This is an optimization exercise on Yosys and OpenROAD, whose aim is small area, a short achievable clock period and few clock cycles per item, not a production implementation. Function was checked by simulation only, so behaviour that the tests miss may differ from the original.

run a:
==> flow/design.v <==
module maze_generator #(
  parameter logic [15:0] DEFAULT_SEED = 16'hACE1
) (
  input  logic         clk,
  input  logic         resetn,
  input  logic         start,
  input  logic [15:0]  seed,
  output logic [624:0] maze,
  output logic         load,
  output logic         busy
);
  localparam int N  = 12;
  localparam int BD = 15;    
  logic [N-2:0] h [N];
  logic [N-1:0] v [N];
  logic [N-1:0] yoh;             
  logic [N-1:0] col;             
  logic [15:0]  lfsr;
  logic [3:0]   came;            
  logic [7:0]   cnt;             
  logic [1:0]   bs [BD];         
  logic         fin;             
  function automatic int md(input int i);
    md = (i + N) % N;
  endfunction
  logic [N-1:0] vis_up, vis_dn;    
  logic [N+1:0] vis_row;           
  always_comb begin
    vis_row[0]   = 1'b1;
    vis_row[N+1] = 1'b1;
    for (int x = 0; x < N; x++) begin
      vis_up[x]    = v[N-2][x] | v[N-1][x] |
                     ((x > 0)   ? h[N-1][(x>0)?x-1:0] : 1'b0) |
                     ((x < N-1) ? h[N-1][(x<N-1)?x:0] : 1'b0);
      vis_dn[x]    = v[0][x] | v[1][x] |
                     ((x > 0)   ? h[1][(x>0)?x-1:0] : 1'b0) |
                     ((x < N-1) ? h[1][(x<N-1)?x:0] : 1'b0);
      vis_row[x+1] = v[N-1][x] | v[0][x] |
                     ((x > 0)   ? h[0][(x>0)?x-1:0] : 1'b0) |
                     ((x < N-1) ? h[0][(x<N-1)?x:0] : 1'b0);
    end
  end
  logic [3:0] blk, wall;    
  always_comb begin
    blk = {1'b0, yoh[N-1], 1'b0, yoh[0]};
    wall = '0;
    for (int x = 0; x < N; x++) begin
      blk[0]  |= col[x] & vis_up[x];
      blk[1]  |= col[x] & vis_row[x+2];
      blk[2]  |= col[x] & vis_dn[x];
      blk[3]  |= col[x] & vis_row[x];
      wall[0] |= col[x] & v[N-1][x];
      wall[2] |= col[x] & v[0][x];
      if (x < N-1) wall[1] |= col[x] & h[0][(x<N-1)?x:0];
      if (x > 0)   wall[3] |= col[x] & h[0][(x>0)?x-1:0];
    end
  end
  logic [3:0] avail, rot, first, dir;
  logic       carve_any;
  always_comb begin
    avail = ~blk;
    carve_any = |avail;
    rot   = 4'({avail, avail} >> lfsr[1:0]);
    first = rot[0] ? 4'b0001 : rot[1] ? 4'b0010 : rot[2] ? 4'b0100 : 4'b1000;
    dir   = 4'({first, first} >> (3'd4 - {1'b0, lfsr[1:0]}));
  end
  logic [3:0] cand, bs_oh, pd, mv;
  logic       two_walls, branch, root;
  always_comb begin
    cand      = wall & ~came;
    branch    = ((wall[0] & wall[1]) & (wall[2] | wall[3])) |
                ((wall[2] & wall[3]) & (wall[0] | wall[1]));
    two_walls = ((wall[0] & wall[1]) | (wall[2] & wall[3]) |
                 ((wall[0] | wall[1]) & (wall[2] | wall[3]))) & ~branch;
    bs_oh     = 4'b0001 << bs[0];
    pd        = branch ? bs_oh : cand;
    root      = yoh[0] & col[0];
    mv        = carve_any ? dir : pd;
  end
  wire step     = busy & ~fin;
  wire do_carve = step & carve_any;
  wire do_pop   = step & ~carve_any;
  wire accept   = start & ~busy;
  wire last     = do_carve & (cnt == 8'd142);
  wire fin_up = |yoh[N/2:1];
  wire rot_up = busy & (fin ? fin_up  : mv[0]);
  wire rot_dn = busy & (fin ? ~fin_up : mv[2]);
  wire mv_rt  = step & mv[1];
  wire mv_lt  = step & mv[3];
  logic [N-1:0] yoh_nx;
  always_comb
    for (int y = 0; y < N; y++)
      yoh_nx[y] = (rot_up & yoh[md(y+1)]) |
                  (rot_dn & yoh[md(y-1)]) |
                  (~rot_up & ~rot_dn & yoh[y]);
  wire done = busy & (last | fin) & yoh_nx[0];
  wire [15:0] s0       = (seed == 16'd0) ? DEFAULT_SEED : seed;
  wire        first_dn = (s0[1:0] == 2'd2);
  always_ff @(posedge clk or negedge resetn) begin
    if (!resetn) begin
      busy <= 1'b0;
      load <= 1'b0;
    end else if (accept) begin
      busy <= 1'b1;
      load <= 1'b0;
    end else if (done) begin
      busy <= 1'b0;
      load <= 1'b1;
    end
  end
  always_ff @(posedge clk) begin
    if (accept) begin
      lfsr <= {s0[14:0], s0[15] ^ s0[13] ^ s0[12] ^ s0[10]};
      yoh  <= first_dn ? 12'b10 : 12'b1;
      col  <= first_dn ? 12'b1  : 12'b10;
      came <= first_dn ? 4'b0100 : 4'b0010;
      cnt  <= 8'd1;
      fin  <= 1'b0;
    end else begin
      if (last) fin <= 1'b1;
      if (do_carve) begin
        lfsr <= {lfsr[14:0], lfsr[15] ^ lfsr[13] ^ lfsr[12] ^ lfsr[10]};
        cnt  <= cnt + 8'd1;
      end
      if (step) came <= carve_any ? dir : {pd[1:0], pd[3:2]};
      yoh <= yoh_nx;
      for (int x = 0; x < N; x++)
        col[x] <= (mv_lt & ((x < N-1) ? col[(x<N-1)?x+1:0] : 1'b0)) |
                  (mv_rt & ((x > 0)   ? col[(x>0)?x-1:0]   : 1'b0)) |
                  (~mv_lt & ~mv_rt & col[x]);
    end
  end
  always_ff @(posedge clk) begin
    if (do_carve & two_walls & ~root) begin
      bs[0] <= cand[1] ? 2'd1 : cand[2] ? 2'd2 : cand[3] ? 2'd3 : 2'd0;
      for (int i = 1; i < BD; i++) bs[i] <= bs[i-1];
    end else if (do_pop & branch) begin
      for (int i = 0; i < BD-1; i++) bs[i] <= bs[i+1];
    end
  end
  wire c_up = do_carve & dir[0];
  wire c_rt = do_carve & dir[1];
  wire c_dn = do_carve & dir[2];
  wire c_lt = do_carve & dir[3];
  wire s_up = ~accept & rot_up;
  wire s_dn = ~accept & rot_dn;
  wire s_hd = ~accept & ~rot_up & ~rot_dn;
  always_ff @(posedge clk) begin
    for (int j = 0; j < N; j++) begin
      for (int x = 0; x < N-1; x++)
        h[j][x] <= (s_up & h[md(j-1)][x]) | (s_dn & h[md(j+1)][x]) | (s_hd & h[j][x]) |
                   ((j == 0) & ((c_rt & col[x]) | (c_lt & col[x+1]))) |
                   ((j == 0) & (x == 0) & accept & ~first_dn);
      for (int x = 0; x < N; x++)
        v[j][x] <= (s_up & v[md(j-1)][x]) | (s_dn & v[md(j+1)][x]) | (s_hd & v[j][x]) |
                   ((j == 0) & c_up & col[x]) | ((j == N-1) & c_dn & col[x]) |
                   ((j == N-1) & (x == 0) & accept & first_dn);
    end
  end
  localparam int NB = 8;     
  localparam int NL = 6;     
  logic [NB-1:0] busy_c;
  logic [NL-1:0] load_c;
  always_ff @(posedge clk or negedge resetn) begin
    if (!resetn) begin
      busy_c <= '0;
      load_c <= '0;
    end else begin
      for (int i = 0; i < NB; i++) busy_c[i] <= accept | (busy_c[i] & ~done);
      for (int i = 0; i < NL; i++) load_c[i] <= ~accept & (load_c[i] | done);
    end
  end
  always_comb begin
    for (int i = 0; i < 625; i++) maze[i] = busy_c[i % NB];
    for (int y = 0; y < N; y++)
      for (int x = 0; x < N; x++)
        maze[(2*y+1)*25 + 2*x+1] = load_c[(y*N + x) % NL];
    for (int y = 0; y < N; y++)
      for (int x = 0; x < N-1; x++)
        maze[(2*y+1)*25 + 2*x+2] = h[y][x];
    for (int y = 0; y < N-1; y++)
      for (int x = 0; x < N; x++)
        maze[(2*y+2)*25 + 2*x+1] = v[y][x];
  end
endmodule
clock: 12.0 ns
lec_check: 0
cap_margin: 20
core_margin: 2
core_utilization: 40
slew_margin: 20
standard.sh (not shown) runs the stock make flow with config.mk's settings and CLKGATE_MAP_FILE= SYNTH_SCRIPT=/design/flow/synth_recipe.tcl, a recipe that flattens the netlist after the stock synthesis.
==> flow/flow/run.sh <==
#!/bin/bash
# The standard layout (the standard.sh: standard synthesis, floorplan,
# placement, CTS, routing) with some ORFS variables set on the make command
# line: port buffers are buf_1 cells, and repair_timing aims for more setup
# slack than the 12 ns constraint needs, so that the achieved period is
# pushed down. All of make's output goes to orfs_make.log; ORFS's own logs
# are under orfs/logs.
set -euo pipefail
bash standard.sh BUFFER_PORTS_ARGS="-buffer_cell sky130_fd_sc_hd__buf_1" SETUP_SLACK_MARGIN=8.0 CTS_CLUSTER_SIZE=30 CTS_CLUSTER_DIAMETER=150 finish > orfs_make.log 2>&1
Testbench counts of run a, summed over its fixed seeds: cycles 11,773, mazes 48.
Relative to run a, the following input files were edited for run b:
--- a/flow/design.v
+++ b/flow/design.v
@@ -131,12 +131,13 @@
     end
   end
-  always_ff @(posedge clk) begin
-    if (do_carve & two_walls & ~root) begin
-      bs[0] <= cand[1] ? 2'd1 : cand[2] ? 2'd2 : cand[3] ? 2'd3 : 2'd0;
-      for (int i = 1; i < BD; i++) bs[i] <= bs[i-1];
-    end else if (do_pop & branch) begin
-      for (int i = 0; i < BD-1; i++) bs[i] <= bs[i+1];
-    end
-  end
+  wire bs_push = do_carve & two_walls & ~root;
+  wire bs_pop  = do_pop & branch & ~bs_push;
+  wire bs_hold = ~bs_push & ~bs_pop;
+  wire [1:0] bs_in = cand[1] ? 2'd1 : cand[2] ? 2'd2 : cand[3] ? 2'd3 : 2'd0;
+  always_ff @(posedge clk)
+    for (int i = 0; i < BD; i++)
+      bs[i] <= ({2{bs_push}} & ((i == 0) ? bs_in : bs[(i>0)?i-1:0])) |
+               ({2{bs_pop}}  & ((i < BD-1) ? bs[(i<BD-1)?i+1:0] : 2'd0)) |
+               ({2{bs_hold}} & bs[i]);
   wire c_up = do_carve & dir[0];
   wire c_rt = do_carve & dir[1];
==> comparison <==
Run b does better than run a on placed wire-length estimate after detailed placement.
Between run b and run a, the routed wire length figures differ only marginally.
Compared with run a, run b shows a lower synthesized area.
From run a to run b the numbers moved as follows: register-to-register slack saw a decrease, total number of placement rows went down about 2.5%.
On synthesized instance count, run a and run b are basically level.
When run b is measured against run a, its hold slack turns out 0.013 ns lower.
Run b: final standard cell utilization of the core higher than run a
Row post-CTS resize count: run b higher / run a lower
Fraction of met2 tracks used by global routing: run b vs run a down 0.67 points
Endpoint arrival time on the critical path across run a and run b: no real change.
Testbench counts of run b, summed over its fixed seeds: cycles 11,773, mazes 48.

separate check: timing with driven ports:
How much do the figures lean on ideal ports? The routed layouts below were timed once more, with nothing changed but the port constraints.
Step 1: set_driving_cell puts a clkbuf_16 on clk and a buf_2 on each other input, an assumption about the parent block.
Step 2 also shifts input and output timing later by t, the mid clock arrival at the registers, as if the neighbouring blocks saw the same clock.
a / b / c = ideal ports / drivers / drivers and shift; a / b = the first two.
| run | t (ns) | setup slack, ns | worst setup path at the end | latest minus earliest clock arrival (ns) | cell pins on the clock port's net |
|---|---|---|---|---|---|
| run a | 0.594 | 8.075 / 8.020 / 7.473 | input to register | 0.025 / 0.024 | 1 |
| run b | 0.587 | 8.069 / 8.010 / 7.960 | input to register | 0.030 / 0.029 | 1 |
After both steps every run listed still meets setup and hold. The setup slack of run a, which loses most, moves by -0.055 ns with the drivers and by -0.602 ns with both steps.
